From an optimization exercise on the open Yosys and OpenROAD flow, aimed at small area; shortcuts taken in it are not production practice. At most, simulation tests tie the RTL to the original design; equivalence was not proved. No functional check of the RTL was part of runs 4 and 5. Power figures rest on the tool's default switching activity, not on a simulated workload.

===== flow/run.sh =====
#!/bin/bash
# synth_recipe.tcl (not shown) runs the flow's synth.tcl, then flattens the netlist and writes it again
# the make line also repeats each setting of config.mk as NAME=value (left out here)
make -C /OpenROAD-flow-scripts/flow DESIGN_CONFIG=/design/flow/config.mk WORK_HOME=/design/flow/orfs CLKGATE_MAP_FILE= SYNTH_SCRIPT=/design/flow/synth_recipe.tcl finish

===== flow/config.mk =====
export PLATFORM = sky130hd
export DESIGN_NAME = l2_gan_param_loader
export DESIGN_NICKNAME = l2_gan_param_loader
export VERILOG_FILES = /design/flow/design.v
export SDC_FILE = /design/flow/constraint.sdc
export NUM_CORES = 4
export LEC_CHECK = 0
export CAP_MARGIN = 20
export CORE_AREA = 5 5 445 445
export DIE_AREA = 0 0 450 450
export SLEW_MARGIN = 20

===== flow/constraint.sdc =====
create_clock -name core_clock -period 5.0 [get_ports {clk}]
set_input_delay 1.0000 -clock core_clock [delete_from_list [all_inputs] [get_ports {clk}]]
set_output_delay 1.0000 -clock core_clock [all_outputs]
set_load 0.01 [all_outputs]

===== flow/design.v =====
`default_nettype none
package l2_gan_pkg;
    localparam int WIDTH       = 16;
    localparam int TOTAL_WORDS = 73;
    localparam int L1_W_BASE = 0;   localparam int L1_W_LEN = 16;
    localparam int L1_B_BASE = 16;  localparam int L1_B_LEN = 4;
    localparam int L2_W_BASE = 20;  localparam int L2_W_LEN = 8;
    localparam int L2_B_BASE = 28;  localparam int L2_B_LEN = 2;
    localparam int L3_W_BASE = 30;  localparam int L3_W_LEN = 2;
    localparam int L3_B_BASE = 32;  localparam int L3_B_LEN = 1;
    localparam int L4_W_BASE = 33;  localparam int L4_W_LEN = 1;
    localparam int L4_B_BASE = 34;  localparam int L4_B_LEN = 1;
    localparam int L5_W_BASE = 35;  localparam int L5_W_LEN = 1;
    localparam int L5_B_BASE = 36;  localparam int L5_B_LEN = 1;
    localparam int L6_W_BASE = 37;  localparam int L6_W_LEN = 2;
    localparam int L6_B_BASE = 39;  localparam int L6_B_LEN = 2;
    localparam int L7_W_BASE = 41;  localparam int L7_W_LEN = 8;
    localparam int L7_B_BASE = 49;  localparam int L7_B_LEN = 4;
    localparam int L8_W_BASE = 53;  localparam int L8_W_LEN = 16;
    localparam int L8_B_BASE = 69;  localparam int L8_B_LEN = 4;
    typedef enum logic [1:0] {
        ST_IDLE = 2'd0,
        ST_LOAD = 2'd1,
        ST_DONE = 2'd2
    } state_t;
endpackage : l2_gan_pkg
`default_nettype wire
`default_nettype none
import l2_gan_pkg::*;
module l2_gan_param_loader (
    input  logic                 clk,
    input  logic                 rst,
    input  logic                 start,
    input  logic [WIDTH-1:0]     in_data,
    input  logic                 in_valid,
    output logic                 in_ready,
    output logic                 busy,
    output logic                 params_valid,
    output logic [6:0]           word_cnt,
    output logic                 cksum_err,
    output logic [255:0]         L1_w,
    output logic [63:0]          L1_b,
    output logic [127:0]         L2_w,
    output logic [31:0]          L2_b,
    output logic [31:0]          L3_w,
    output logic [15:0]          L3_b,
    output logic [15:0]          L4_w,
    output logic [15:0]          L4_b,
    output logic [15:0]          L5_w,
    output logic [15:0]          L5_b,
    output logic [31:0]          L6_w,
    output logic [31:0]          L6_b,
    output logic [127:0]         L7_w,
    output logic [63:0]          L7_b,
    output logic [255:0]         L8_w,
    output logic [63:0]          L8_b
);
    logic                          busy_q;
    logic [6:0]                    cnt_q;
    logic [WIDTH*TOTAL_WORDS-1:0]  bank_q;
    logic                          accept;
    logic                          last;      
    logic                          store;
    assign last   = cnt_q[6] & cnt_q[3] & cnt_q[0];
    assign accept = busy_q & in_valid & ~start;
    assign store  = accept & ~last;
    always_ff @(posedge clk or posedge rst) begin
        if (rst) begin
            busy_q <= 1'b0;
            cnt_q  <= '0;
        end else if (start) begin
            busy_q <= 1'b1;
            cnt_q  <= '0;
        end else if (accept) begin
            busy_q <= ~last;
            cnt_q  <= cnt_q + 7'd1;
        end
    end
    always_ff @(posedge clk) begin
        if (store) bank_q <= {in_data, bank_q[WIDTH*TOTAL_WORDS-1:WIDTH]};
    end
    logic [WIDTH-1:0] sum_q, sum_nx;
    logic             err_q;
    assign sum_nx = sum_q + in_data;
    always_ff @(posedge clk) begin
        if (start)      sum_q <= '0;
        else if (store) sum_q <= sum_nx;
    end
    always_ff @(posedge clk or posedge rst) begin
        if (rst)                 err_q <= 1'b0;
        else if (start)          err_q <= 1'b0;
        else if (accept && last) err_q <= (sum_nx != '0);
    end
    assign cksum_err    = err_q;
    assign params_valid = ~busy_q & cnt_q[1] & ~err_q;
    assign in_ready = busy_q;
    assign busy     = busy_q;
    assign word_cnt = cnt_q;
    assign L1_w = bank_q[L1_W_BASE*WIDTH +: L1_W_LEN*WIDTH];
    assign L1_b = bank_q[L1_B_BASE*WIDTH +: L1_B_LEN*WIDTH];
    assign L2_w = bank_q[L2_W_BASE*WIDTH +: L2_W_LEN*WIDTH];
    assign L2_b = bank_q[L2_B_BASE*WIDTH +: L2_B_LEN*WIDTH];
    assign L3_w = bank_q[L3_W_BASE*WIDTH +: L3_W_LEN*WIDTH];
    assign L3_b = bank_q[L3_B_BASE*WIDTH +: L3_B_LEN*WIDTH];
    assign L4_w = bank_q[L4_W_BASE*WIDTH +: L4_W_LEN*WIDTH];
    assign L4_b = bank_q[L4_B_BASE*WIDTH +: L4_B_LEN*WIDTH];
    assign L5_w = bank_q[L5_W_BASE*WIDTH +: L5_W_LEN*WIDTH];
    assign L5_b = bank_q[L5_B_BASE*WIDTH +: L5_B_LEN*WIDTH];
    assign L6_w = bank_q[L6_W_BASE*WIDTH +: L6_W_LEN*WIDTH];
    assign L6_b = bank_q[L6_B_BASE*WIDTH +: L6_B_LEN*WIDTH];
    assign L7_w = bank_q[L7_W_BASE*WIDTH +: L7_W_LEN*WIDTH];
    assign L7_b = bank_q[L7_B_BASE*WIDTH +: L7_B_LEN*WIDTH];
    assign L8_w = bank_q[L8_W_BASE*WIDTH +: L8_W_LEN*WIDTH];
    assign L8_b = bank_q[L8_B_BASE*WIDTH +: L8_B_LEN*WIDTH];
endmodule
`default_nettype wire

==> results.json, run 1 <==
{
  "cp.arrival_ps": 3770,
  "yosys_most_used_dff": "edfxtp_1",
  "viasPerCell": 3.653,
  "gp_congestion": 0.9101,
  "worstMarginPinSlew_ps": 761.0,
  "slew_headroom": 0.4927,
  "cts_tree": "built",
  "htreeDepth": 4,
  "ys_warn_count": 1,
  "grt_max_degree": 90,
  "synthArstFlopShare": 0.007544,
  "initial_core_util": 0.1921,
  "fin_crit_sh": 0.6202,
  "syn-cell-area_um2": 37000,
  "clockBufferDepth": 3,
  "ys_types": 57,
  "cts_buffers": 130,
  "vias": 19720,
  "syn_avg_cell_area_um2": 26.56,
  "fin_setup_tns_ps": 0,
  "period_needed_ps": 3101,
  "clk_pin_slew_worst_paths_ps": 60,
  "p_leak_uw": 0.01790,
  "drt_pass1_iterations": 7,
  "path_class": "primary input to flop",
  "grt-ovfl-total": 0,
  "rsz0062_at_grt": "false",
  "final_common_cell": "clkdlybuf4s50_1",
  "cp_data_required_time_ps": 5670,
  "synth_edf_count": 1168,
  "cts_resized": 0,
  "antenna_left": 0,
  "fmax_mhz": 322.5,
  "coreArea_um2": 192600,
  "cts-root-buf": "clkbuf_16",
  "insertion_delay_ps": 750,
  "hold_path.class": "flop to flop",
  "powerDensity_nw_per_um2": 392.8,
  "finalSetupViolCount": 0,
  "die_h_um": 450,
  "die_area_um2": 202500,
  "routed_wirelength_um": 126900,
  "synth_cells": 1393,
  "syn_nets": 1430,
  "fill_cells": 18800,
  "fin_nets": 2801,
  "cp_max_fo": 4,
  "clkSinkCount": 1193,
  "ir_drop_v": 0.0002658,
  "drtIter0Drc": 1643,
  "cts_hold_buf": 0,
  "place_ws_ps": 1120,
  "skew_ps": 40.41,
  "row_count": 161,
  "drv_slew": 0,
  "synth.yosys.seq_area_share": 0.9627,
  "track_usage": 0.1185,
  "ioPinCount": 1199,
  "drive_gt1_frac": 0.09199,
  "startpoint_type": "primary input",
  "grt_pass1_wl_um": 170100,
  "fin_ws_ps": 1899,
  "hold_viol": 0,
  "io_buffer_count": 1198,
  "ff_latch_area_um2": 35620,
  "dieWidth_um": 450,
  "wl_per_cell_um": 23.50,
  "cp-end-kind": "flop",
  "multi_input_area_um2": 1279,
  "status": "complete, no violations",
  "syn_to_final_growth_pct": 54.32,
  "ys_ff_latch": 1193,
  "drcViolationCount": 0,
  "final_cell_mix": "1198 x clkdlybuf4s50_1, 1168 x edfxtp_1, 131 x clkbuf_16",
  "antenna_found_initial": 1,
  "max_cap_viol_count": 0,
  "dp_hpwl_um": 98780,
  "post-cts-setup-buffer-count": 0,
  "first_global_vias": 20460
}
-- metal layers --
layer  part of all wire  vias to the layer above  global-route usage
li1                   -                     8414                   -
met1               0.33                    10050              0.1151
met2               0.55                     1072              0.2245
met3              0.089                      180             0.04736
met4              0.034                        0             0.04314
met5                  0                        -                   0
-- critical path, cell delays in order --
cell	delay, ps
clkdlybuf4s50_1	500
ha_1	270
inv_1	80
fa_1	400
nor2b_1	220
o21ai_0	140
a2111oi_0	670
nor4_1	130
o2111ai_1	170
nor4_2	70
a21oi_1	120
-- cell families after synthesis --
family	synth area share
buffers and inverters	0.002773
adders and majority gates	0.005952
and+or+nand+nor	0.01214
AOI/OAI and AO/OA	0.01363
xor gates and xnor gates	0.002841
DFF	0.9627
-- Yosys cell counts, types with 4 or more instances --
cell,instances,share of area
nor3_1,4,0.00054
ha_1,16,0.0054
clkbuf_1,5,0.00051
dfxtp_1,16,0.0087
xor2_1,9,0.0021
edfxtp_1,1168,0.95
o21ai_0,13,0.0018
a211oi_1,4,0.00081
dfrtp_1,9,0.0061
inv_1,14,0.0014
a21o_1,5,0.0010
nand2_1,22,0.0022
a31oi_1,4,0.00068
nor2_1,9,0.00091
nand3b_1,13,0.0026
a21oi_1,13,0.0018
and3_1,4,0.00068
nand3_1,9,0.0012
-- through the flow --
| stage | cell area [µm²] | power (µW) | hold slack, ps | std cells | utilization |
|---|---|---|---|---|---|
| floorplan | 37020 | 12140 | 450.3 | 1393 | - |
| global placement | 52690 | 12910 | 426.6 | 5158 | 0.2736 |
| detailed placement | 52690 | 12910 | 431.0 | 5158 | 0.2736 |
| CTS | 57100 | 22740 | 426.7 | 5396 | 0.2965 |
| global route | 57100 | 23240 | 435.9 | 5396 | 0.2965 |
| finish | 57100 | 22430 | 429.7 | 5397 | 0.2965 |
-- worst paths after layout --
| check | slack (ps) | cells past startpoint | from | endpoint |
|---|---|---|---|---|
| setup reg to reg | 2180 | 5 | busy_q | bank_q[841] |
| max in group asynchronous | 4070 | 2 | rst | err_q |
| min in group asynchronous | 580 | 2 | rst | busy_q |
| hold / removal | 430 | 0 | bank_q[641] | bank_q[625] |
| setup / recovery | 1900 | 11 | in_data[0] | err_q |
| hold reg to reg | 430 | 0 | bank_q[641] | bank_q[625] |
-- layout make-up --
| cell class | count | share of cell area |
|---|---|---|
| inverters | 14 | 0.001052 |
| well taps | 2526 | 0.05535 |
| diodes | 1 | 0.00004383 |
| repair buffers | 1248 | 0.2201 |
| multi-input cells | 177 | 0.02240 |
| flip-flops and latches | 1193 | 0.6238 |
| clock buffers | 151 | 0.05873 |
| clock inverters | 87 | 0.01852 |
-- power breakdown --
group / internal, µW / switching (µW)
Combinational: 538 / 650
Clock: 5560 / 4170
Sequential: 11300 / 227
-- registers in the layout (all words and copies together) (netlist names) --
register and flops:
bank_q 1168, busy_q 1, cnt_q 7, err_q 1, sum_q 16
==> run 2, diff against run 1 <==
==> flow/flow/run.sh (new file) <==
#!/bin/bash
# Standard layout, except that the port buffers are the smallest buffer cell.
set -e
cp standard.sh standard_copy.sh.txt
export BUFFER_PORTS_ARGS="-buffer_cell sky130_fd_sc_hd__buf_1"
bash standard.sh > standard.log 2>&1
==> flow/standard.sh (new file) <==
#!/bin/bash
# synth_recipe.tcl (not shown) runs the flow's synth.tcl, then flattens the netlist and writes it again
# the make line also repeats each setting of config.mk as NAME=value (left out here)
make -C /OpenROAD-flow-scripts/flow DESIGN_CONFIG=/design/flow/config.mk WORK_HOME=/design/flow/orfs CLKGATE_MAP_FILE= SYNTH_SCRIPT=/design/flow/synth_recipe.tcl "${@:-finish}"
removed: flow/run.sh
==> run 2 against run 1 <==
Effect of this change:
- synthesized area did not move
- clock skew fell by 8.9 ps
- via count rose by 0.73%
- clock power fell by about 10%
- sequential share of layout area rose by 10 points
- flip-flop and latch count did not move
- synthesized cell count did not move
- clock-buffer cell count fell by 13
- largest cell class unchanged
- largest power group unchanged
- highest routed layer unchanged
==> results.json, run 2 <==
{
  "finalSetupViolCount": 0,
  "cts_buffers": 120,
  "cts_resized": 0,
  "ioPinCount": 1199,
  "period_needed_ps": 3005,
  "synth_edf_count": 1168,
  "cpMostUsedCell": "buf_12",
  "clkSinkCount": 1193,
  "drv_slew": 0,
  "htreeDepth": 3,
  "dp.cells": 5142,
  "yosys_most_used_dff": "edfxtp_1",
  "path_cells": "nand2_1, or3_1, inv_8, buf_12, buf_12",
  "drtIter0Drc": 1663,
  "worstMarginPinSlew_ps": 849.3,
  "slew_headroom": 0.4338,
  "antenna_left": 0,
  "ys_ff_latch": 1193,
  "startpoint_type": "flop",
  "fin_ws_ps": 1995,
  "cts_hold_buf": 0,
  "first_global_vias": 19850,
  "skew_ps": 31.53,
  "max_cap_viol_count": 0,
  "post-cts-setup-buffer-count": 0,
  "fin_nets": 2775,
  "io_buffer_count": 1198,
  "cts-root-buf": "clkbuf_16",
  "hold_viol": 0,
  "track_usage": 0.1109,
  "dp_hpwl_um": 93230,
  "status": "complete, no violations",
  "ys_warn_count": 1,
  "final_area_um2": 48950,
  "timing.rr.start": "busy_q",
  "final_cell_mix": "1198 x buf_1, 1168 x edfxtp_1, 121 x clkbuf_16",
  "path_class": "flop to flop",
  "fin_crit_sh": 0.6010,
  "grt_max_degree": 100,
  "cp.arrival_ps": 3410,
  "cp_data_required_time_ps": 5400,
  "p_leak_uw": 0.01413,
  "dieWidth_um": 450,
  "grt_pass1_wl_um": 161100,
  "synthArstFlopShare": 0.007544,
  "final_common_cell": "buf_1",
  "viasPerCell": 3.700,
  "vias": 19860,
  "die_area_um2": 202500,
  "reg2reg_to": "bank_q[403]",
  "drive_gt1_frac": 0.07931,
  "drt_pass1_iterations": 7,
  "clockBufferDepth": 3,
  "synth_top_cells_by_count": "1168 x edfxtp_1, 22 x nand2_1, 16 x dfxtp_1, 16 x ha_1, 14 x inv_1",
  "whs_ps": 207.2,
  "rsz0062_at_grt": "false",
  "max_stage_delay_ps": 730,
  "antenna_found_initial": 4,
  "fin_cells": 5367,
  "fin_setup_tns_ps": 0,
  "crit_end": "bank_q[403]",
  "grt-ovfl-total": 0,
  "worst-path-buf-inv": 3,
  "gp_congestion": 0.9285,
  "yosys.cell_count.top_type": "edfxtp_1",
  "insertion_delay_ps": 740,
  "syn_to_final_growth_pct": 32.30,
  "cts_tree": "built",
  "ff2ff_setup_slack_ps": 1990,
  "fill_cells": 19590,
  "synth.top_cell.area_share": 0.9479,
  "reg_top3": "bank_q (1168), sum_q (16), cnt_q (7)",
  "cp-end-kind": "flop",
  "yosys.area.top_type": "edfxtp_1",
  "ir_drop_v": 0.0002954,
  "cp_slowest_cell": "or3_1",
  "dpl_cell_area_um2": 45110,
  "syn-cell-area_um2": 37000,
  "critPathTopFamily": "buffers and inverters",
  "row_count": 161,
  "rr_worst_depth": 5,
  "multi_input_area_um2": 1279,
  "fmax_mhz": 332.8,
  "powerDensity_nw_per_um2": 431.2,
  "clk_pin_slew_worst_paths_ps": 60,
  "regMostFlops": "bank_q",
  "hold_path.class": "primary input to async pin",
  "wl_per_cell_um": 22.23,
  "crit_cells": 5,
  "synth.yosys.seq_area_share": 0.9627,
  "largest_reg_flops": 1168,
  "ff_latch_area_um2": 35620,
  "critPathLaunch": "busy_q",
  "routed_wirelength_um": 119300,
  "coreArea_um2": 192600,
  "drcViolationCount": 0,
  "syn_avg_cell_area_um2": 26.56,
  "cp_max_fo": 52,
  "synth.area.top_cells": "edfxtp_1 95%, dfxtp_1 0.87%, dfrtp_1 0.61%, ha_1 0.54%, nand3b_1 0.26%",
  "initial_core_util": 0.1921,
  "ys_types": 57,
  "synth_cells": 1393,
  "syn_nets": 1430,
  "place_ws_ps": 1287,
  "die_h_um": 450
}
[run 2: where the power goes]
part	leakage (µW)	internal (µW)	switching, µW	total [µW]
sequential	0.0100	11300	205	11500
clock	0.00187	4920	3820	8730
combinational	0.00223	246	652	898
[run 2: final cells by class]
type / count / area share
Sequential cell: 1193 / 0.7276
Timing Repair Buffer: 1232 / 0.1019
Antenna cell: 4 / 0.0002045
Clock buffer: 138 / 0.06316
Tap cell: 2526 / 0.06456
Multi-Input combinational cell: 177 / 0.02612
Inverter: 14 / 0.001227
Clock inverter: 83 / 0.01516
[run 2: logic make-up (layout without fill, tap and decap cells)]
logic type / after synthesis / after routing / share of synthesized area
simple gates: 81 / 81 / 0.01214
buf+inv: 23 / 1467 / 0.002773
other cells: 0 / 4 / 0
compound gates: 67 / 67 / 0.01363
fa+ha+maj: 17 / 17 / 0.005952
xor+xnor: 12 / 12 / 0.002841
flops: 1193 / 1193 / 0.9627
[run 2: per-layer routing]
| layer | wire length (µm) | share of wire | up-vias | global-route usage |
|---|---|---|---|---|
| li1 | - | - | 8365 | - |
| met1 | 38790 | 0.33 | 10120 | 0.1104 |
| met2 | 65150 | 0.55 | 1182 | 0.2097 |
| met3 | 10680 | 0.089 | 188 | 0.03741 |
| met4 | 4696 | 0.039 | 0 | 0.04531 |
| met5 | 0 | 0 | - | 0 |
[run 2: worst register-to-register path, cell delays in order, from the launching register on]
cell and delay (ps):
dfrtp_1 470, nand2_1 150, or3_1 730, inv_8 580, buf_12 410, buf_12 290
[run 2: through the flow]
| step | util | power [µW] |
|---|---|---|
| detailed placement | 0.2342 | 12600 |
| floorplan | - | 12140 |
| finish | 0.2542 | 21110 |
| CTS | 0.2541 | 21380 |
| global placement | 0.2342 | 12590 |
| global route | 0.2542 | 21890 |
[run 2: how the worst min path moves through the flow]
stage,from,endpoint,slack [ps],cells past startpoint
detailed placement,bank_q[1117],bank_q[1101],430,0
CTS,rst,err_q,100,2
floorplan,sum_q[0],sum_q[0],450,2
global route,rst,cnt_q[5],150,2
global placement,bank_q[556],bank_q[540],430,0
finish,rst,cnt_q[5],210,2
==> run 3, diff against run 2 <==
==> flow/flow/run.sh (replaced) <==
#!/bin/bash
# Standard layout, except that the port buffers are the smallest buffer cell
# and the clock tree uses small clock buffers without dummy loads.
set -e
export BUFFER_PORTS_ARGS="-buffer_cell sky130_fd_sc_hd__buf_1"
export CTS_ARGS="-sink_clustering_enable -repair_clock_nets -sink_clustering_size 24 -sink_clustering_max_diameter 50 -buf_list sky130_fd_sc_hd__clkbuf_8 -dont_use_dummy_load"
bash standard.sh > standard.log 2>&1
==> run 3 against run 2 <==
Effect of this change:
- still clean
- flip-flop and latch count stayed put
- critical endpoint is now bank_q[467]
- first-iteration DRC count rose by 2.4%
- combinational power barely moved
- register-to-register slack got worse by 60 ps
- clock skew increased by 56 ps
==> results.json, run 3 <==
{
  "first_global_vias": 19460,
  "row_count": 161,
  "fill_cells": 19790,
  "dr_wl_met2_um": 64330,
  "antenna_left": 0,
  "coreArea_um2": 192600,
  "clockBufferDepth": 3,
  "startpoint_type": "flop",
  "synth.yosys.seq_area_share": 0.9627,
  "cts_resized": 0,
  "rsz0062_at_grt": "false",
  "track_usage": 0.1095,
  "cts-root-buf": "clkbuf_8",
  "fin_setup_tns_ps": 0,
  "period_needed_ps": 3063,
  "p_clk_frac": 0.279,
  "grt_max_degree": 100,
  "fin_util": 0.2418,
  "initial_core_util": 0.1921,
  "ys_types": 57,
  "vias": 19430,
  "worst-path-buf-inv": 3,
  "fin_cells": 5255,
  "wl_per_cell_um": 22.49,
  "syn_nets": 1430,
  "dp_hpwl_um": 93230,
  "clkSinkCount": 1193,
  "status": "complete, no violations",
  "regMostFlops": "bank_q",
  "max_cap_viol_count": 0,
  "viasPerCell": 3.698,
  "syn-cell-area_um2": 37000,
  "powerDensity_nw_per_um2": 368.2,
  "switchingPower_uw": 3798,
  "place_ws_ps": 1287,
  "cts_hold_buf": 1,
  "dp.cells": 5142,
  "cp-end-kind": "flop",
  "drcViolationCount": 0,
  "syn_to_final_growth_pct": 25.86,
  "final_common_cell": "buf_1",
  "largest_reg_flops": 1168,
  "worstMarginPinSlew_ps": 855.8,
  "finalSetupViolCount": 0,
  "die_area_um2": 202500,
  "cpMostUsedCell": "buf_12",
  "synth_cells": 1393,
  "fmax_mhz": 326.5,
  "p_leak_uw": 0.01302,
  "gp_congestion": 0.9285,
  "path_cells": "nand2_1, or3_1, inv_8, buf_12, buf_12",
  "path_class": "flop to flop",
  "post-cts-setup-buffer-count": 0,
  "drtIter0Drc": 1703,
  "cp_data_required_time_ps": 5410,
  "dieWidth_um": 450,
  "synthArstFlopShare": 0.007544,
  "critPathTopFamily": "buffers and inverters",
  "hold_viol": 0,
  "fin_nets": 2760,
  "syn_avg_cell_area_um2": 26.56,
  "final_cell_mix": "1198 x buf_1, 1168 x edfxtp_1, 104 x clkbuf_8",
  "cp_max_fo": 52,
  "seqPwrFrac": 0.669,
  "htreeDepth": 3,
  "grt-ovfl-total": 0,
  "synth.top_cell.area_share": 0.9479,
  "whs_ps": 387.6,
  "cts_buffers": 104,
  "yosys_most_used_dff": "edfxtp_1",
  "multi_input_area_um2": 1279,
  "routed_wirelength_um": 118200,
  "ioPinCount": 1199,
  "skew_ps": 87.89,
  "ys_ff_latch": 1193,
  "drt_pass1_iterations": 5,
  "highest_layer": "met4",
  "yosys.cell_count.top_type": "edfxtp_1",
  "p_sw_frac": 0.2215,
  "antenna_found_initial": 3,
  "max_stage_delay_ps": 730,
  "insertion_delay_ps": 810,
  "ir_drop_v": 0.0002915,
  "p_int_uw": 13350,
  "drv_slew": 0,
  "io_buffer_count": 1198,
  "hold_path.class": "flop to flop",
  "synth_top_cells_by_count": "1168 x edfxtp_1, 22 x nand2_1, 16 x dfxtp_1, 16 x ha_1, 14 x inv_1",
  "fin_crit_sh": 0.6126,
  "drive_gt1_frac": 0.05586,
  "wl_met1_um": 39330,
  "reg_top3": "bank_q (1168), sum_q (16), cnt_q (7)",
  "wl_met3_um": 10060,
  "yosys.area.top_type": "edfxtp_1",
  "fin_ws_ps": 1937,
  "pwr-share-comb": 0.052,
  "cp_slowest_cell": "or3_1",
  "die_h_um": 450,
  "ys_warn_count": 1,
  "clk_pin_slew_worst_paths_ps": 90,
  "slew_headroom": 0.4295,
  "grt_pass1_wl_um": 159000,
  "cp.arrival_ps": 3470,
  "synth_edf_count": 1168,
  "ff_latch_area_um2": 35620,
  "synth.area.top_cells": "edfxtp_1 95%, dfxtp_1 0.87%, dfrtp_1 0.61%, ha_1 0.54%, nand3b_1 0.26%",
  "cts_tree": "built"
}
## run 3: cell counts after synthesis
Identical to the previous run, type by type.
## run 3: metal layers
| layer | track usage | vias up |
|---|---|---|
| met5 | 0 | - |
| met4 | 0.04194 | 0 |
| met3 | 0.03621 | 171 |
| met2 | 0.2080 | 1070 |
| met1 | 0.1099 | 9982 |
| li1 | - | 8210 |
## run 3: power by group through the flow
stage / Sequential, µW / Combinational [µW] / Clock (µW)
after floorplan: 11800 / 374 / 0
after global placement: 11700 / 906 / 0
after detailed placement: 11700 / 912 / 0
after CTS: 11500 / 913 / 4990
after global routing: 11500 / 970 / 5400
final: 11500 / 896 / 4780
## run 3: worst register-to-register path, delay by kind of cell, from the launching register on
family	cells	cell delay, ps
buffers and inverters	3	1270
and+or+nand+nor	2	880
DFF	1	490
## run 3: logic make-up (layout without fill, tap and decap cells)
logic type / Yosys count / count (layout) / share of synthesized area
DFF: 1193 / 1193 / 0.9627
and+or+nand+nor: 81 / 81 / 0.01214
AOI/OAI and AO/OA: 67 / 67 / 0.01363
buffers and inverters: 23 / 1351 / 0.002773
adders and majority gates: 17 / 17 / 0.005952
xor gates and xnor gates: 12 / 12 / 0.002841
other: 0 / 8 / 0
## run 3: layout make-up
cell class	count	area share
multi-input cells	177	0.02746
repair buffers	1233	0.1074
diodes	8	0.0004299
inverters	14	0.001290
clock buffers	104	0.03074
well taps	2526	0.06787
flip-flops and latches	1193	0.7649
## run 3: path summary, 6_finish.rpt
path / slack [ps] / to / cells after the start / startpoint
max in group asynchronous: 4000 / cnt_q[0] / 3 / rst
worst max-delay path: 1940 / bank_q[467] / 5 / busy_q
worst max register to register: 1940 / bank_q[467] / 5 / busy_q
worst min register to register: 390 / bank_q[451] / 0 / bank_q[467]
min in group asynchronous: 670 / cnt_q[1] / 3 / rst
worst min-delay path: 390 / bank_q[451] / 0 / bank_q[467]
## run 3: stage by stage
stage	power [µW]	instance area, µm²
6_report	17150	46570
4_1_cts	17380	46550
3_5_place_dp	12600	45110
3_3_place_gp	12590	45110
5_1_grt	17860	46560
2_1_floorplan	12140	37020
==> run 4, diff against run 3 <==
--- a/flow/design.v
+++ b/flow/design.v
@@ -79,20 +79,15 @@
     always_ff @(posedge clk) begin
         if (store) bank_q <= {in_data, bank_q[WIDTH*TOTAL_WORDS-1:WIDTH]};
     end
-    logic [WIDTH-1:0] sum_q, sum_nx;
-    logic             err_q;
-    assign sum_nx = sum_q + in_data;
+    logic [WIDTH-1:0] sum_q;
+    logic             done;
     always_ff @(posedge clk) begin
-        if (start)      sum_q <= '0;
-        else if (store) sum_q <= sum_nx;
+        if (start)       sum_q <= '0;
+        else if (accept) sum_q <= sum_q + in_data;
     end
-    always_ff @(posedge clk or posedge rst) begin
-        if (rst)                 err_q <= 1'b0;
-        else if (start)          err_q <= 1'b0;
-        else if (accept && last) err_q <= (sum_nx != '0);
-    end
-    assign cksum_err    = err_q;
-    assign params_valid = ~busy_q & cnt_q[1] & ~err_q;
+    assign done         = ~busy_q & cnt_q[1];
+    assign cksum_err    = done & (|sum_q);
+    assign params_valid = done & ~(|sum_q);
     assign in_ready = busy_q;
     assign busy     = busy_q;
     assign word_cnt = cnt_q;
==> flow/flow/run.sh (replaced) <==
#!/bin/bash
# Standard layout, except that the port buffers are the smallest buffer cell
# and the clock tree uses small clock buffers without dummy loads.
set -e
export BUFFER_PORTS_ARGS="-buffer_cell sky130_fd_sc_hd__buf_1"
export CTS_ARGS="-sink_clustering_enable -repair_clock_nets -sink_clustering_size 14 -sink_clustering_max_diameter 40 -buf_list sky130_fd_sc_hd__clkbuf_4 -dont_use_dummy_load"
bash standard.sh > standard.log 2>&1
--- a/flow/config.mk
+++ b/flow/config.mk
@@ -6,6 +6,6 @@
 export NUM_CORES = 4
 export LEC_CHECK = 0
 export CAP_MARGIN = 20
-export CORE_AREA = 5 5 445 445
-export DIE_AREA = 0 0 450 450
+export CORE_AREA = 5 5 295 295
+export DIE_AREA = 0 0 300 300
 export SLEW_MARGIN = 20
==> run 4 against run 3 <==
Effect of this change:
- the run now fails in 3_2_place_iop
- synthesized area down 0.52%
- synthesized cell count is 1.1% lower
==> results.json, run 4 <==
{
  "status": "did not finish",
  "stop_stage": "3_2_place_iop",
  "tool.error": "[ERROR PPL-0024] Number of IO pins (1199) exceeds maximum number of available positions (1082). Increase the die perimeter from 1200.00um to 1630.64um.",
  "synth_cells": 1378,
  "yosys.cell_count.top_type": "edfxtp_1",
  "die_h_um": 300,
  "ys_types": 53,
  "row_count": 106,
  "synth.top_cell.area_share": 0.9529,
  "dieWidth_um": 300,
  "yosys_most_used_dff": "edfxtp_1",
  "synth_top_cells_by_count": "1168 x edfxtp_1, 30 x nand2_1, 19 x a21oi_1",
  "ys_ff_latch": 1192,
  "synth.area.top_cells": "edfxtp_1 95%, dfxtp_1 0.87%, dfrtp_1 0.54%, ha_1 0.54%, nand2_1 0.31%",
  "ys_warn_count": 1,
  "syn_nets": 1415,
  "synthArstFlopShare": 0.006711,
  "synth.yosys.seq_area_share": 0.9671,
  "syn_avg_cell_area_um2": 26.71,
  "initial_core_util": 0.4405,
  "yosys.area.top_type": "edfxtp_1",
  "syn-cell-area_um2": 36810,
  "synth_edf_count": 1168
}
==> run 4: logic make-up after synthesis <==
family                     share of synthesized area
DFF                                           0.9671
and+or+nand+nor                              0.01203
AOI/OAI and AO/OA                            0.01064
adders and majority gates                   0.005983
buffers and inverters                       0.001326
xor gates and xnor gates                    0.002379
muxes                                      0.0005779
==> run 5, diff against run 4 <==
--- a/flow/config.mk
+++ b/flow/config.mk
@@ -6,6 +6,6 @@
 export NUM_CORES = 4
 export LEC_CHECK = 0
 export CAP_MARGIN = 20
-export CORE_AREA = 5 5 295 295
-export DIE_AREA = 0 0 300 300
+export CORE_AREA = 5 5 245 245
+export DIE_AREA = 0 0 250 250
 export SLEW_MARGIN = 20
==> run 5 against run 4 <==
Effect of this change:
- the run again fails in 3_2_place_iop
- synthesized cell count stayed put
- synthesized area stayed put
==> results.json, run 5 <==
{
  "synth.top_cell.area_share": 0.9529,
  "tool.error": "[ERROR PPL-0024] Number of IO pins (1199) exceeds maximum number of available positions (900). Increase the die perimeter from 1000.00um to 1630.64um.",
  "syn-cell-area_um2": 36810,
  "synth.area.top_cells": "edfxtp_1 95%, dfxtp_1 0.87%, dfrtp_1 0.54%, ha_1 0.54%, nand2_1 0.31%",
  "die_h_um": 250,
  "yosys_most_used_dff": "edfxtp_1",
  "ys_ff_latch": 1192,
  "syn_nets": 1415,
  "synth_top_cells_by_count": "1168 x edfxtp_1, 30 x nand2_1, 19 x a21oi_1",
  "synth_edf_count": 1168,
  "synthArstFlopShare": 0.006711,
  "yosys.area.top_type": "edfxtp_1",
  "stop_stage": "3_2_place_iop",
  "syn_avg_cell_area_um2": 26.71,
  "ys_types": 53,
  "initial_core_util": 0.6416,
  "dieWidth_um": 250,
  "synth.yosys.seq_area_share": 0.9671,
  "row_count": 88,
  "yosys.cell_count.top_type": "edfxtp_1",
  "ys_warn_count": 1,
  "synth_cells": 1378,
  "status": "did not finish"
}
-- run 5: cell counts after synthesis --
Identical to the previous run, type by type.
-- run 5: cells by family after synthesis --
kind of cell    count (synthesis)  synth area share
compound gates                 56           0.01064
xor+xnor                       10          0.002379
mux                             2         0.0005779
buf+inv                        12          0.001326
simple gates                   89           0.01203
fa+ha+maj                      17          0.005983
flops                        1192            0.9671
==> run 6, diff against run 5 <==
--- a/flow/design.v
+++ b/flow/design.v
@@ -82,8 +82,7 @@
     logic [WIDTH-1:0] sum_q;
     logic             done;
     always_ff @(posedge clk) begin
-        if (start)       sum_q <= '0;
-        else if (accept) sum_q <= sum_q + in_data;
+        sum_q <= (sum_q & {WIDTH{~start}}) + (in_data & {WIDTH{accept}});
     end
     assign done         = ~busy_q & cnt_q[1];
     assign cksum_err    = done & (|sum_q);
==> flow/flow/run.sh (replaced) <==
#!/bin/bash
# Standard layout, except: the port buffers are the smallest buffer cell, the
# pins may sit one track apart (so a smaller die fits them), and the clock tree
# uses small leaf clock buffers under a strong root, without dummy loads.
set -e
export BUFFER_PORTS_ARGS="-buffer_cell sky130_fd_sc_hd__buf_1"
export PLACE_PINS_ARGS="-min_distance 1 -min_distance_in_tracks"
export CTS_ARGS="-sink_clustering_enable -repair_clock_nets -sink_clustering_size 10 -sink_clustering_max_diameter 35 -buf_list {sky130_fd_sc_hd__clkbuf_4 sky130_fd_sc_hd__clkbuf_8} -root_buf sky130_fd_sc_hd__clkbuf_16 -sink_clustering_buffer sky130_fd_sc_hd__clkbuf_4 -dont_use_dummy_load"
bash standard.sh > standard.log 2>&1
--- a/flow/config.mk
+++ b/flow/config.mk
@@ -6,6 +6,6 @@
 export NUM_CORES = 4
 export LEC_CHECK = 0
 export CAP_MARGIN = 20
-export CORE_AREA = 5 5 245 245
-export DIE_AREA = 0 0 250 250
+export CORE_AREA = 5 5 255 255
+export DIE_AREA = 0 0 260 260
 export SLEW_MARGIN = 20
==> run 6 against run 5 <==
Effect of this change:
- now clean on timing, DRC and antenna
- synthesized area hardly changed
- synthesized cell count fell by 0.58%
==> results.json, run 6 <==
{
  "grt-ovfl-total": 0,
  "ys_ff_latch": 1192,
  "powerDensity_nw_per_um2": 379.3,
  "cts_resized": 0,
  "yosys.cell_count.top_type": "edfxtp_1",
  "fill_cells": 4110,
  "final_common_cell": "buf_1",
  "cts_tree": "built",
  "drcViolationCount": 0,
  "fin_util": 0.7106,
  "initial_core_util": 0.5953,
  "grt_max_degree": 181,
  "dp.cells": 3419,
  "die_h_um": 260,
  "largest_reg_flops": 1168,
  "final_cell_mix": "1198 x buf_1, 1168 x edfxtp_1, 142 x clkbuf_4",
  "clockBufferDepth": 3,
  "status": "complete, no violations",
  "clkSinkCount": 1192,
  "startpoint_type": "flop",
  "cp.arrival_ps": 2180,
  "synth.area.top_cells": "edfxtp_1 95%, dfxtp_1 0.87%, dfrtp_1 0.54%, ha_1 0.54%, nor2b_1 0.27%",
  "max_cap_viol_count": 0,
  "synth_mux_area_frac": 0.0002719,
  "cp_max_fo": 2,
  "period_needed_ps": 3184,
  "ir_drop_v": 0.0002377,
  "vias": 19800,
  "drv_slew": 0,
  "routed_wirelength_um": 102800,
  "cp-end-kind": "output pin",
  "syn_to_final_growth_pct": 19.36,
  "ioPinCount": 1199,
  "reg_top3": "bank_q (1168), sum_q (16), cnt_q (7)",
  "synth_top_cells_by_count": "1168 x edfxtp_1, 16 x dfxtp_1, 16 x ha_1, 16 x nor2b_1, 15 x and2_1",
  "synth_edf_count": 1168,
  "clk_pin_slew_worst_paths_ps": 100,
  "finalSetupViolCount": 0,
  "dieWidth_um": 260,
  "die_area_um2": 67600,
  "row_count": 91,
  "syn_nets": 1407,
  "drtIter0Drc": 2016,
  "cts_buffers": 159,
  "whs_ps": 299.9,
  "coreArea_um2": 61830,
  "fin_nets": 2780,
  "wl_per_cell_um": 28.73,
  "fin_setup_tns_ps": 0,
  "path_class": "flop to output pin",
  "syn-cell-area_um2": 36810,
  "ff2ff_setup_slack_ps": 1970,
  "synth_cells": 1370,
  "yosys_most_used_dff": "edfxtp_1",
  "synthAdderAreaFrac": 0.005983,
  "synth.top_cell.area_share": 0.9529,
  "skew_ps": 69.19,
  "viasPerCell": 5.533,
  "synth_xor_area_frac": 0.004045,
  "rr_worst_depth": 11,
  "fmax_mhz": 314.1,
  "cts_hold_buf": 0,
  "syn_avg_cell_area_um2": 26.87,
  "grt_pass1_wl_um": 139800,
  "hold_viol": 0,
  "htreeDepth": 4,
  "synthArstFlopShare": 0.006711,
  "synth.yosys.seq_area_share": 0.9670,
  "drive_gt1_frac": 0.06786,
  "synth_compound_area_frac": 0.008328,
  "drt_pass1_iterations": 7,
  "slew_headroom": 0.3364,
  "p_leak_uw": 0.01292,
  "dp_hpwl_um": 77100,
  "antenna_left": 0,
  "track_usage": 0.2908,
  "ys_warn_count": 1,
  "synth_top_family_by_area": "simple AND/OR/NAND/NOR gates",
  "rsz0062_at_grt": "false",
  "cts-root-buf": "clkbuf_16",
  "regMostFlops": "bank_q",
  "post-cts-setup-buffer-count": 0,
  "first_global_vias": 19630,
  "fin_cells": 3579,
  "ys_types": 43,
  "fin_crit_sh": 0.6367,
  "worstMarginPinSlew_ps": 995.4,
  "gp_congestion": 0.9697,
  "yosys.area.top_type": "edfxtp_1",
  "io_buffer_count": 1198,
  "cp_data_required_time_ps": 4000,
  "yosys.area_share.simple": 0.01265,
  "antenna_found_initial": 1,
  "hold_path.class": "primary input to async pin",
  "insertion_delay_ps": 650
}
[run 6: final cells by class]
class                   count  area [µm²]  area share
flip-flops and latches   1192       35590      0.8102
repair buffers           1221        4795      0.1091
clock buffers             159        1311     0.02985
multi-input cells         165        1169     0.02660
well taps                 837        1047     0.02384
inverters                   4       15.01   0.0003418
diodes                      1       2.502  0.00005696
[run 6: path summary, 6_finish.rpt]
kind,end,from
worst min register to register,bank_q[764],bank_q[780]
min in group core_clock,bank_q[764],bank_q[780]
worst min-delay path,busy_q,rst
worst max-delay path,params_valid,sum_q[12]
max in group asynchronous,cnt_q[1],rst
worst max register to register,sum_q[12],busy_q
[run 6: cell families (layout without fill, tap and decap cells)]
family / Yosys count / count (layout)
flops: 1192 / 1192
simple gates: 87 / 87
compound gates: 43 / 43
fa+ha+maj: 17 / 17
xor+xnor: 17 / 17
buf+inv: 13 / 1384
mux: 1 / 1
other cells: 0 / 1
[run 6: per-layer routing]
metal / GRT usage / up-vias / share of wire
met5: 0.007310 / - / 0.00066
met2: 0.4002 / 1582 / 0.42
met4: 0.2299 / 2 / 0.088
met1: 0.3242 / 9626 / 0.32
met3: 0.1779 / 374 / 0.17
li1: - / 8217 / -
[run 6: through the flow]
step                power, µW  cell area (µm²)  worst slack, ps
finish                  16660            43930             1816
global route            17320            43930             1708
CTS                     16780            43930             1771
detailed placement      12320            42620             1305
global placement        12300            42620             1336
floorplan               12410            36860           -27490
[run 6: power breakdown]
part | leakage [µW] | total (µW) | switching (µW) | internal [µW]
sequential | 0.0100 | 11400 | 146 | 11200
combinational | 0.00212 | 719 | 565 | 153
clock | 0.000781 | 4560 | 2910 | 1640
[run 6: worst max-delay path: stages, from the launching register on]
cell and delay, ps:
dfxtp_1 340, nor4_1 440, nand4_1 260, nor3b_1 290, buf_1 210
==> run 7, diff against run 6 <==
--- a/flow/design.v
+++ b/flow/design.v
@@ -68,12 +68,9 @@
         if (rst) begin
             busy_q <= 1'b0;
             cnt_q  <= '0;
-        end else if (start) begin
-            busy_q <= 1'b1;
-            cnt_q  <= '0;
-        end else if (accept) begin
-            busy_q <= ~last;
-            cnt_q  <= cnt_q + 7'd1;
+        end else begin
+            busy_q <= start | (busy_q & ~(in_valid & last));
+            cnt_q  <= (cnt_q & {7{~start}}) + {6'd0, accept};
         end
     end
     always_ff @(posedge clk) begin
==> run 7 against run 6 <==
Effect of this change:
- sequential share of layout area is 0.11 points higher
- synthesized area hardly changed
- wire length is 0.39% higher
- combinational power is 3.3% lower
- non-clock buffer count is 8 lower
- largest power group unchanged
==> results.json, run 7 <==
{
  "yosys_most_used_dff": "edfxtp_1",
  "period_needed_ps": 3064,
  "synth_mux_area_frac": 0.0002721,
  "max_cap_viol_count": 0,
  "ys_types": 45,
  "clockBufferDepth": 3,
  "die_area_um2": 67600,
  "skew_ps": 74.02,
  "startpoint_type": "primary input",
  "ff2ff_setup_slack_ps": 2020,
  "fmax_mhz": 326.4,
  "cp-end-kind": "flop",
  "timing.rr.start": "busy_q",
  "place_ws_ps": 1259,
  "yosys.cell_count.top_type": "edfxtp_1",
  "powerDensity_nw_per_um2": 380.2,
  "cts_tree": "built",
  "yosys.area.top_type": "edfxtp_1",
  "syn-cell-area_um2": 36790,
  "cts_hold_buf": 0,
  "gp_congestion": 0.9714,
  "row_count": 91,
  "synth_top_cells_by_count": "1168 x edfxtp_1, 18 x nor2b_1, 17 x ha_1",
  "clk_pin_slew_worst_paths_ps": 90,
  "wl_per_cell_um": 28.93,
  "cp_data_required_time_ps": 5460,
  "fin_nets": 2769,
  "reg_top3": "bank_q (1168), sum_q (16), cnt_q (7)",
  "vias": 19840,
  "initial_core_util": 0.5950,
  "cp_max_fo": 26,
  "synth_compound_area_frac": 0.007788,
  "ys_warn_count": 1,
  "critPathLaunch": "start",
  "fin_crit_sh": 0.6128,
  "grt_pass1_wl_um": 139500,
  "synth.area.top_cells": "edfxtp_1 95%, dfxtp_1 0.87%, ha_1 0.58%, dfrtp_1 0.54%, nor2b_1 0.31%",
  "io_buffer_count": 1198,
  "drv_slew": 0,
  "drcViolationCount": 0,
  "cp.arrival_ps": 3520,
  "clkSinkCount": 1192,
  "hold_viol": 0,
  "dieWidth_um": 260,
  "path_cells": "buf_1, buf_4, nor2_1, and2_1, ha_1, fa_1, a21o_1, nand3_1, a21oi_4, a221oi_2, xnor2_1",
  "synth_edf_count": 1168,
  "synth_cells": 1361,
  "ir_drop_v": 0.0002420,
  "cts_resized": 0,
  "syn_nets": 1399,
  "cts_buffers": 160,
  "yosys.area_share.simple": 0.01330,
  "drive_gt1_frac": 0.06962,
  "grt-ovfl-total": 0,
  "finalSetupViolCount": 0,
  "power_uw": 16680,
  "dp_hpwl_um": 76790,
  "synth.yosys.seq_area_share": 0.9675,
  "coreArea_um2": 61830,
  "fin_ws_ps": 1936,
  "final_cell_mix": "1198 x buf_1, 1168 x edfxtp_1, 143 x clkbuf_4",
  "largest_reg_flops": 1168,
  "regMostFlops": "bank_q",
  "reg2reg_to": "sum_q[14]",
  "slew_headroom": 0.3833,
  "drtIter0Drc": 2166,
  "fin_util": 0.7097,
  "drt_pass1_iterations": 5,
  "ys_ff_latch": 1192,
  "ioPinCount": 1199,
  "hold_path.class": "primary input to async pin",
  "fin_setup_tns_ps": 0,
  "cp_slowest_cell": "nor2_1",
  "dp.cells": 3406,
  "post-cts-setup-buffer-count": 0,
  "worstMarginPinSlew_ps": 921.7,
  "first_global_vias": 19550,
  "antenna_found_initial": 1,
  "synth_top_family_by_area": "simple AND/OR/NAND/NOR gates",
  "synth_xor_area_frac": 0.004047,
  "p_leak_uw": 0.01287,
  "max_stage_delay_ps": 740,
  "path_class": "primary input to flop",
  "viasPerCell": 5.561,
  "status": "complete, no violations",
  "antenna_left": 0,
  "routed_wirelength_um": 103200,
  "rsz0062_at_grt": "false",
  "synthArstFlopShare": 0.006711,
  "syn_to_final_growth_pct": 19.26,
  "grt_max_degree": 147,
  "critPathTopFamily": "simple AND/OR/NAND/NOR gates",
  "rr_worst_depth": 10,
  "synth.top_cell.area_share": 0.9534,
  "worst-path-buf-inv": 2,
  "synthAdderAreaFrac": 0.006326,
  "die_h_um": 260,
  "insertion_delay_ps": 640,
  "cts-root-buf": "clkbuf_16",
  "syn_avg_cell_area_um2": 27.03,
  "track_usage": 0.2913,
  "fin_cells": 3568,
  "htreeDepth": 4,
  "final_common_cell": "buf_1"
}
[run 7: changes by cell type in the layout (fill, tap and decap cells not counted), sizes merged, moves of 2 or more]
cell | before | now
buf | 1221 | 1213
o21ai | 4 | 11
nand3 | 13 | 7
inv | 4 | 1
o211ai | 3 | 0
a21oi | 12 | 14
a311o | 2 | 0
nor2b | 16 | 18
nor3 | 0 | 2
o2111ai | 2 | 0
or2 | 0 | 2
[run 7: stage by stage]
step / hold WS, ps / cell area [µm²]
3_3_place_gp: 427.3 / 42550
4_1_cts: 240.1 / 43870
6_report: 281.8 / 43880
3_5_place_dp: 429.4 / 42550
2_1_floorplan: 499.0 / 36830
5_1_grt: 267.8 / 43870
[run 7: layout make-up]
class,instances,area [µm²]
Antenna cell,2,5.005
Clock buffer,160,1319
Fill cell,4088,17950
Inverter,1,3.754
Multi-Input combinational cell,163,1185
Sequential cell,1192,35590
Tap cell,837,1047
Timing Repair Buffer,1213,4722
[run 7: worst max path at each step]
stage                end  slack, ps  depth (start not counted)
3_3_place_gp   sum_q[13]       1290                         10
5_1_grt        sum_q[12]       1730                         11
6_report       sum_q[14]       1940                         11
2_1_floorplan  bank_q[0]     -27370                          2
3_5_place_dp    sum_q[8]       1260                         11
4_1_cts        sum_q[14]       1930                         11
[run 7: power by group]
| part | switching (µW) | internal, µW | total (µW) | leakage [µW] |
|---|---|---|---|---|
| clock | 2940 | 1650 | 4590 | 0.000785 |
| sequential | 152 | 11200 | 11400 | 0.0100 |
| combinational | 552 | 143 | 695 | 0.00207 |
| total | 3650 | 13000 | 16700 | 0.0129 |
[run 7: cells by family after synthesis]
group,after synthesis
AOI/OAI and AO/OA,40
xor gates and xnor gates,17
adders and majority gates,18
buffers and inverters,6
DFF,1192
muxes,1
and+or+nand+nor,87
[run 7: routing by layer]
metal	wire [µm]	track usage	share of wire	vias up
met5	0	0	0	-
met4	9208	0.2338	0.089	0
met3	16890	0.1743	0.16	369
met2	43800	0.3970	0.42	1567
met1	33330	0.3305	0.32	9733
li1	-	-	-	8174
[run 7: worst reg2reg max path: stages (launching register included)]
cell      delay [ps]
dfrtp_1          480
nand2_1          150
nor2_1           720
and2_1           250
ha_1             190
fa_1             220
a21o_1           150
nand3_1          160
a21oi_4          280
a221oi_2         100
xnor2_1          130
==> run 8, diff against run 7 <==
==> flow/flow/run.sh (replaced) <==
#!/bin/bash
# Standard layout, except: the port buffers are the smallest buffer cell, the
# pins may sit one track apart (so a smaller die fits them), and the clock tree
# uses small leaf clock buffers under a strong root, without dummy loads.
set -e
export BUFFER_PORTS_ARGS="-buffer_cell sky130_fd_sc_hd__buf_1"
export PLACE_PINS_ARGS="-min_distance 1 -min_distance_in_tracks"
export CTS_ARGS="-sink_clustering_enable -repair_clock_nets -sink_clustering_size 24 -sink_clustering_max_diameter 45 -buf_list {sky130_fd_sc_hd__clkbuf_8 sky130_fd_sc_hd__clkbuf_16} -root_buf sky130_fd_sc_hd__clkbuf_16 -sink_clustering_buffer sky130_fd_sc_hd__clkbuf_8 -dont_use_dummy_load"
bash standard.sh > standard.log 2>&1
==> run 8 against run 7 <==
Effect of this change:
- clock skew grew 4.3 ps
- sequential power is essentially flat
- power grew 3.5%
- critical path depth is the same
- largest power group unchanged
- first-iteration DRC count shrank 2.7%
- clock-buffer cell count shrank 44
==> results.json, run 8 <==
{
  "status": "complete, no violations",
  "timing.rr.start": "busy_q",
  "drcViolationCount": 0,
  "cts_tree": "built",
  "coreArea_um2": 61830,
  "critPathTopFamily": "simple AND/OR/NAND/NOR gates",
  "synth_edf_count": 1168,
  "fin_ws_ps": 1915,
  "yosys_most_used_dff": "edfxtp_1",
  "worst-path-buf-inv": 2,
  "antenna_found_initial": 1,
  "hold_viol": 0,
  "cts_resized": 0,
  "highest_layer": "met5",
  "dpl_cell_area_um2": 42550,
  "worstMarginPinSlew_ps": 918.5,
  "ys_warn_count": 1,
  "wl_met1_um": 32660,
  "dieWidth_um": 260,
  "clk_pin_slew_worst_paths_ps": 70,
  "ff2ff_setup_slack_ps": 2070,
  "cts_buffers": 116,
  "rr_worst_depth": 10,
  "cp.arrival_ps": 3550,
  "grt_max_degree": 147,
  "fin_nets": 2725,
  "skew_ps": 78.36,
  "ys_ff_latch": 1192,
  "synth.yosys.seq_area_share": 0.9675,
  "yosys.cell_count.top_type": "edfxtp_1",
  "clockBufferDepth": 3,
  "max_stage_delay_ps": 740,
  "clkSinkCount": 1192,
  "reg_top3": "bank_q (1168), sum_q (16), cnt_q (7)",
  "fin_crit_sh": 0.6170,
  "cts-root-buf": "clkbuf_16",
  "rsz0062_at_grt": "false",
  "grt-ovfl-total": 0,
  "synth.area.top_cells": "edfxtp_1 95%, dfxtp_1 0.87%, ha_1 0.58%, dfrtp_1 0.54%, nor2b_1 0.31%",
  "final_area_um2": 44250,
  "viasPerCell": 5.565,
  "antenna_left": 0,
  "cp_data_required_time_ps": 5460,
  "ioPinCount": 1199,
  "period_needed_ps": 3085,
  "drtIter0Drc": 2108,
  "ir_drop_v": 0.0002857,
  "regMostFlops": "bank_q",
  "startpoint_type": "primary input",
  "syn-cell-area_um2": 36790,
  "drt_pass1_iterations": 6,
  "die_area_um2": 67600,
  "final_cell_mix": "1198 x buf_1, 1168 x edfxtp_1, 107 x clkbuf_8",
  "reg2reg_to": "sum_q[12]",
  "finalSetupViolCount": 0,
  "htreeDepth": 3,
  "syn_to_final_growth_pct": 20.29,
  "die_h_um": 260,
  "cts_hold_buf": 0,
  "largest_reg_flops": 1168,
  "wl_per_cell_um": 29.05,
  "powerDensity_nw_per_um2": 390.3,
  "synth_top_cells_by_count": "1168 x edfxtp_1, 18 x nor2b_1, 17 x ha_1",
  "hold_path.class": "primary input to async pin",
  "syn_avg_cell_area_um2": 27.03,
  "path_class": "primary input to flop",
  "final_common_cell": "buf_1",
  "fin_setup_tns_ps": 0,
  "vias": 19610,
  "syn_nets": 1399,
  "track_usage": 0.2862,
  "dp_hpwl_um": 76790,
  "drive_gt1_frac": 0.05438,
  "drv_slew": 0,
  "fmax_mhz": 324.2,
  "row_count": 91,
  "wl_met3_um": 16930,
  "place_ws_ps": 1259,
  "first_global_vias": 19060,
  "ys_types": 45,
  "cp_slowest_cell": "nor2_1",
  "dr_wl_met2_um": 43170,
  "grt_pass1_wl_um": 137800,
  "yosys.area.top_type": "edfxtp_1",
  "slew_headroom": 0.3854,
  "insertion_delay_ps": 650,
  "synth.top_cell.area_share": 0.9534,
  "synth_cells": 1361,
  "fin_util": 0.7158,
  "cp_max_fo": 26,
  "routed_wirelength_um": 102400,
  "max_cap_viol_count": 0,
  "path_cells": "buf_1, buf_4, nor2_1, and2_1, ha_1, fa_1, a21o_1, nand3_1, a21oi_4, o31ai_2, xnor2_1",
  "post-cts-setup-buffer-count": 0,
  "io_buffer_count": 1198,
  "cp-end-kind": "flop",
  "gp_congestion": 0.9714,
  "p_leak_uw": 0.01296,
  "initial_core_util": 0.5950,
  "synthArstFlopShare": 0.006711
}
run 8: layout make-up:
cell class                 count  area (µm²)
timing repair buffer        1213        4722
fill                        4014       17570
sequential                  1192       35590
clock buffer                 116        1698
multi-input combinational    163        1185
antenna                        2       5.005
inverter                       1       3.754
tap                          837        1047
run 8: metrics by stage:
stage	std cells	power, µW	hold slack (ps)
global route	3522	17880	338.1
global placement	3406	12280	427.3
detailed placement	3406	12300	429.4
CTS	3522	17380	288.7
finish	3524	17270	324.4
floorplan	1361	12390	499.0
run 8: where the power goes:
part / switching [µW] / internal (µW)
registers: 152 / 11200
clock network: 2950 / 2230
logic: 552 / 143
run 8: how the worst max path moves through the flow:
stage          depth (start not counted)  startpoint        end  slack (ps)
2_1_floorplan                          2       start  bank_q[0]      -27370
3_3_place_gp                          10       start  sum_q[13]        1290
3_5_place_dp                          11       start   sum_q[8]        1260
4_1_cts                               11       start  sum_q[12]        1890
5_1_grt                               11       start  sum_q[12]        1670
6_report                              11       start  sum_q[12]        1920
run 8: layer usage:
metal	GRT usage	up-vias
met1	0.3206	9652
met2	0.3914	1553
li1	-	8027
met5	0.006579	-
met3	0.1712	378
met4	0.2340	2
run 8: cells by family after synthesis:
group / synth area share
xor gates and xnor gates: 0.004047
AOI/OAI and AO/OA: 0.007788
buffers and inverters: 0.0007480
DFF: 0.9675
muxes: 0.0002721
and+or+nand+nor: 0.01330
adders and majority gates: 0.006326
==> run 9, diff against run 8 <==
==> flow/flow/run.sh (replaced) <==
#!/bin/bash
# Standard layout, except: the port buffers are the smallest buffer cell, the
# pins may sit one track apart (so a smaller die fits them), and the clock tree
# uses small leaf clock buffers under a strong root, without dummy loads.
set -e
export BUFFER_PORTS_ARGS="-buffer_cell sky130_fd_sc_hd__buf_1"
export PLACE_PINS_ARGS="-min_distance 1 -min_distance_in_tracks"
export CTS_ARGS="-sink_clustering_enable -repair_clock_nets -sink_clustering_size 6 -sink_clustering_max_diameter 25 -buf_list {sky130_fd_sc_hd__clkbuf_4 sky130_fd_sc_hd__clkbuf_8} -root_buf sky130_fd_sc_hd__clkbuf_16 -sink_clustering_buffer sky130_fd_sc_hd__clkbuf_2 -dont_use_dummy_load"
bash standard.sh > standard.log 2>&1
==> run 9 against run 8 <==
Effect of this change:
- synthesized area did not move
- first-iteration DRC count fell by 3.4%
- register-to-register slack lost 40 ps
- sequential share of layout area down 0.94 points
- design area rose by 1.2%
- combinational power about the same
- power rose by 5.2%
- fmax rose by 2.1%
- critical endpoint is now params_valid
- largest power group unchanged
==> results.json, run 9 <==
{
  "status": "complete, no violations",
  "syn_to_final_growth_pct": 21.71,
  "synthArstFlopShare": 0.006711,
  "clk_pin_slew_worst_paths_ps": 110,
  "die_h_um": 260,
  "grt-ovfl-total": 0,
  "rsz0062_at_grt": "false",
  "cp_data_required_time_ps": 4000,
  "ff_latch_area_um2": 35590,
  "htreeDepth": 5,
  "reg2reg_to": "sum_q[8]",
  "final_common_cell": "buf_1",
  "reg_top3": "bank_q (1168), sum_q (16), cnt_q (7)",
  "dp_hpwl_um": 76790,
  "synth_edf_count": 1168,
  "rr_worst_depth": 10,
  "ys_warn_count": 1,
  "antenna_left": 0,
  "ioPinCount": 1199,
  "drtIter0Drc": 2037,
  "path_class": "flop to output pin",
  "timing.rr.start": "busy_q",
  "cts_hold_buf": 0,
  "ir_drop_v": 0.0002516,
  "synth.yosys.seq_area_share": 0.9675,
  "cts_buffers": 284,
  "syn_avg_cell_area_um2": 27.03,
  "yosys.cell_count.top_type": "edfxtp_1",
  "clockBufferDepth": 4,
  "routed_wirelength_um": 104700,
  "slew_headroom": 0.3751,
  "cp_slowest_cell": "nor4_1",
  "cp.arrival_ps": 2020,
  "path_cells": "nor4_1, nand4_1, nor3b_1, buf_1",
  "p_leak_uw": 0.01358,
  "hold_viol": 0,
  "largest_reg_flops": 1168,
  "fin_setup_tns_ps": 0,
  "worst-path-buf-inv": 1,
  "dieWidth_um": 260,
  "cp_max_fo": 2,
  "fin_cells": 3691,
  "synth.area.top_cells": "edfxtp_1 95%, dfxtp_1 0.87%, ha_1 0.58%, dfrtp_1 0.54%, nor2b_1 0.31%",
  "worstMarginPinSlew_ps": 934.0,
  "startpoint_type": "flop",
  "yosys_most_used_dff": "edfxtp_1",
  "drcViolationCount": 0,
  "drt_pass1_iterations": 5,
  "fill_cells": 4043,
  "wl_per_cell_um": 28.36,
  "vias": 20500,
  "drv_slew": 0,
  "regMostFlops": "bank_q",
  "grt_pass1_wl_um": 141700,
  "skew_ps": 60.83,
  "post-cts-setup-buffer-count": 0,
  "io_buffer_count": 1198,
  "yosys.area.top_type": "edfxtp_1",
  "synth_top_cells_by_count": "1168 x edfxtp_1, 18 x nor2b_1, 17 x ha_1",
  "first_global_vias": 20590,
  "antenna_found_initial": 1,
  "period_needed_ps": 3022,
  "initial_core_util": 0.5950,
  "max_cap_viol_count": 0,
  "synth_cells": 1361,
  "fmax_mhz": 331.0,
  "fin_crit_sh": 0.6043,
  "grt_max_degree": 147,
  "multi_input_area_um2": 1185,
  "drive_gt1_frac": 0.1101,
  "cts_resized": 0,
  "synth.top_cell.area_share": 0.9534,
  "max_stage_delay_ps": 350,
  "track_usage": 0.2948,
  "dp.cells": 3406,
  "clkSinkCount": 1192,
  "powerDensity_nw_per_um2": 406.0,
  "cts-root-buf": "clkbuf_16",
  "ff2ff_setup_slack_ps": 2030,
  "cts_tree": "built",
  "hold_path.class": "primary input to async pin",
  "syn_nets": 1399,
  "gp_congestion": 0.9714,
  "ys_ff_latch": 1192,
  "syn-cell-area_um2": 36790,
  "critPathTopFamily": "simple AND/OR/NAND/NOR gates",
  "row_count": 91,
  "insertion_delay_ps": 730,
  "die_area_um2": 67600,
  "viasPerCell": 5.554,
  "final_area_um2": 44780,
  "ys_types": 45,
  "final_cell_mix": "1198 x buf_1, 1168 x edfxtp_1, 235 x clkbuf_2",
  "coreArea_um2": 61830,
  "finalSetupViolCount": 0,
  "fin_nets": 2893,
  "dpl_cell_area_um2": 42550,
  "cp-end-kind": "output pin"
}
[run 9: changes by cell type in the layout (fill, tap and decap cells not counted), sizes merged]
| cell | change |
|---|---|
| diode | -1 |
| clkbuf | +168 |
[run 9: worst max path at each step]
stage,startpoint,to,slack (ps),depth (start not counted)
after floorplan,start,bank_q[0],-27370,2
after global placement,start,sum_q[13],1290,10
after detailed placement,start,sum_q[8],1260,11
after CTS,sum_q[4],params_valid,1900,4
after global routing,busy_q,sum_q[8],1760,10
final,sum_q[4],params_valid,1980,4
[run 9: kinds of logic (layout without fill, tap and decap cells)]
kind of cell             Yosys count  after routing  synth area share
other                              0              1                 0
flip-flops                      1192           1192            0.9675
AO/OA/AOI/OAI                     40             40          0.007788
AND/OR/NAND/NOR                   87             87           0.01330
adder cells (fa/ha/maj)           18             18          0.006326
multiplexers                       1              1         0.0002721
XOR/XNOR                          17             17          0.004047
buffers and inverters              6           1498         0.0007480
[run 9: final cells by class]
| cell class | count | share of cell area |
|---|---|---|
| Sequential cell | 1192 | 0.7949 |
| Antenna cell | 1 | 0.00005589 |
| Inverter | 1 | 0.00008383 |
| Clock buffer | 284 | 0.04963 |
| Timing Repair Buffer | 1213 | 0.1055 |
| Multi-Input combinational cell | 163 | 0.02646 |
| Tap cell | 837 | 0.02339 |
[run 9: power breakdown]
group | internal (µW) | switching [µW]
Combinational | 143 | 552
Clock | 2710 | 3380
Sequential | 11200 | 153
Total | 14100 | 4090
[run 9: per-layer routing]
| layer | share of wire | track usage |
|---|---|---|
| met5 | 0 | 0 |
| met4 | 0.087 | 0.2454 |
| met3 | 0.16 | 0.1809 |
| met2 | 0.43 | 0.4033 |
| met1 | 0.32 | 0.3254 |
[run 9: per-stage QoR]
stage          utilization  power, µW  setup WS, ps  hold slack, ps
2_1_floorplan            -      12390        -27370           499.0
3_3_place_gp        0.6883      12280          1286           427.3
3_5_place_dp        0.6883      12300          1259           429.4
4_1_cts             0.7242      18330          1904           142.0
5_1_grt             0.7242      18910          1756           176.6
6_report            0.7242      18180          1978           188.6
==> run 10, diff against run 9 <==
==> flow/flow/run.sh (replaced) <==
#!/bin/bash
# Standard layout, except: the port buffers are the smallest buffer cell, the
# pins may sit one track apart (so a smaller die fits them), and the clock tree
# uses small leaf clock buffers under a strong root, without dummy loads.
set -e
export BUFFER_PORTS_ARGS="-buffer_cell sky130_fd_sc_hd__buf_1"
export PLACE_PINS_ARGS="-min_distance 1 -min_distance_in_tracks"
export CTS_ARGS="-sink_clustering_enable -repair_clock_nets -sink_clustering_size 11 -sink_clustering_max_diameter 40 -buf_list {sky130_fd_sc_hd__clkbuf_4 sky130_fd_sc_hd__clkbuf_8} -root_buf sky130_fd_sc_hd__clkbuf_16 -sink_clustering_buffer sky130_fd_sc_hd__clkbuf_4 -dont_use_dummy_load"
bash standard.sh > standard.log 2>&1
==> run 10 against run 9 <==
Effect of this change:
- fmax shrank 2.7%
- critical path type is now primary input to flop
- sequential share of layout area grew 1.9 points
- clock power shrank 29%
- setup slack lost 84 ps
- still clean on timing, DRC and antenna
- synthesized area is the same
- combinational power is essentially flat
==> results.json, run 10 <==
{
  "cts_tree": "built",
  "cp.arrival_ps": 3570,
  "fin_crit_sh": 0.6210,
  "cts-root-buf": "clkbuf_16",
  "row_count": 91,
  "synth_top_cells_by_count": "1168 x edfxtp_1, 18 x nor2b_1, 17 x ha_1",
  "clkSinkCount": 1192,
  "seqPwrFrac": 0.693,
  "syn-cell-area_um2": 36790,
  "viasPerCell": 5.567,
  "synth.yosys.seq_area_share": 0.9675,
  "status": "complete, no violations",
  "cp_max_fo": 26,
  "syn_avg_cell_area_um2": 27.03,
  "regMostFlops": "bank_q",
  "drv_slew": 0,
  "hold_viol": 0,
  "clockBufferDepth": 3,
  "startpoint_type": "primary input",
  "synthArstFlopShare": 0.006711,
  "first_global_vias": 19370,
  "skew_ps": 70.91,
  "antenna_left": 0,
  "synth_cells": 1361,
  "antenna_found_initial": 1,
  "final_common_cell": "buf_1",
  "power_uw": 16430,
  "pwr-share-comb": 0.042,
  "clk_pin_slew_worst_paths_ps": 110,
  "max_cap_viol_count": 0,
  "ys_ff_latch": 1192,
  "grt_max_degree": 147,
  "path_class": "primary input to flop",
  "drtIter0Drc": 2237,
  "final_cell_mix": "1198 x buf_1, 1168 x edfxtp_1, 124 x clkbuf_4",
  "coreArea_um2": 61830,
  "cts_buffers": 141,
  "fin_util": 0.7074,
  "yosys_most_used_dff": "edfxtp_1",
  "vias": 19760,
  "place_ws_ps": 1259,
  "drt_pass1_iterations": 5,
  "die_area_um2": 67600,
  "die_h_um": 260,
  "ir_drop_v": 0.0002556,
  "ys_warn_count": 1,
  "cp-end-kind": "flop",
  "ys_types": 45,
  "synth.top_cell.area_share": 0.9534,
  "critPathTopFamily": "simple AND/OR/NAND/NOR gates",
  "powerDensity_nw_per_um2": 375.7,
  "reg_top3": "bank_q (1168), sum_q (16), cnt_q (7)",
  "cp_data_required_time_ps": 5460,
  "hold_path.class": "primary input to async pin",
  "fin_ws_ps": 1895,
  "syn_nets": 1399,
  "io_buffer_count": 1198,
  "track_usage": 0.2881,
  "drcViolationCount": 0,
  "largest_reg_flops": 1168,
  "ioPinCount": 1199,
  "fmax_mhz": 322.0,
  "gp_congestion": 0.9714,
  "worstMarginPinSlew_ps": 919.9,
  "dpl_cell_area_um2": 42550,
  "yosys.cell_count.top_type": "edfxtp_1",
  "wl_per_cell_um": 28.80,
  "worst-path-buf-inv": 2,
  "insertion_delay_ps": 650,
  "cts_resized": 0,
  "synth.area.top_cells": "edfxtp_1 95%, dfxtp_1 0.87%, ha_1 0.58%, dfrtp_1 0.54%, nor2b_1 0.31%"
}
-- run 10: cell counts after synthesis --
No cell type changed its count.
-- run 10: metrics by stage --
stage | std cells | hold slack, ps
finish | 3549 | 262.9
detailed placement | 3406 | 429.4
global placement | 3406 | 427.3
CTS | 3547 | 212.1
floorplan | 1361 | 499.0
global route | 3547 | 249.4
-- run 10: layer usage --
metal  wire length (µm)  share of wire  vias up  global-route usage
met5                  0              0        -                   0
met3              16620           0.16      363              0.1699
met1              32710           0.32     9725              0.3237
met4               9051          0.089        0              0.2313
li1                   -              -     8122                   -
met2              43810           0.43     1547              0.3974
-- run 10: logic make-up after synthesis --
logic type	Yosys count	share of synthesized area
buffers and inverters	6	0.0007480
and+or+nand+nor	87	0.01330
DFF	1192	0.9675
muxes	1	0.0002721
AOI/OAI and AO/OA	40	0.007788
xor gates and xnor gates	17	0.004047
adders and majority gates	18	0.006326
-- run 10: power groups by stage --
| stage | logic, µW | clock network, µW | registers (µW) |
|---|---|---|---|
| floorplan | 199 | 0 | 12200 |
| global placement | 675 | 0 | 11600 |
| detailed placement | 683 | 0 | 11600 |
| CTS | 682 | 4480 | 11400 |
| global route | 723 | 4920 | 11400 |
| finish | 693 | 4340 | 11400 |
-- run 10: worst register-to-register path, delay by kind of cell, from the launching register on --
family,cells,cell delay (ps)
simple gates,4,1290
compound gates,3,560
flops,1,470
fa+ha+maj,2,410
xor+xnor,1,130
-- run 10: path summary, 6_finish.rpt --
path / from / endpoint / slack, ps / cells past startpoint
max: start / sum_q[12] / 1890 / 11
min: rst / cnt_q[6] / 260 / 2
max reg2reg: busy_q / sum_q[12] / 2000 / 10
min reg2reg: bank_q[328] / bank_q[312] / 410 / 0
max in group asynchronous: rst / cnt_q[2] / 4450 / 2
min in group core_clock: bank_q[328] / bank_q[312] / 410 / 0
-- run 10: final cells by class --
type	instances	area, µm²
Fill cell	4098	18090
Sequential cell	1192	35590
Antenna cell	2	5.005
Timing Repair Buffer	1213	4722
Clock buffer	141	1176
Tap cell	837	1047
Inverter	1	3.754
Multi-Input combinational cell	163	1185

static timing again, ports no longer ideal:
In the flow no input, the clock included, has a driving cell. The finished layouts below were timed again as built, in two steps.
Step 1 sets driving cells, clkbuf_16 on the clock port and buf_2 on the other inputs (assumed; they add their load-dependent delay and slew).
Step 2 also shifts input and output timing later by t, the mid clock arrival at the registers, as if the neighbouring blocks saw the same clock.
Three values: ideal, step 1, step 2; two values: the first two.
run	t (ns)	slack for setup (ns)
run 1	0.799	1.899 / 1.887 / 1.119
run 2	0.793	1.995 / 1.995 / 1.295
run 3	0.841	1.937 / 1.937 / 1.278
run 6	0.679	1.816 / 1.754 / 1.275
run 7	0.675	1.936 / 1.955 / 1.280
run 8	0.663	1.915 / 1.934 / 1.271
run 9	0.757	1.978 / 1.917 / 1.248
run 10	0.671	1.895 / 1.913 / 1.241
After both steps every run listed still meets setup and hold.
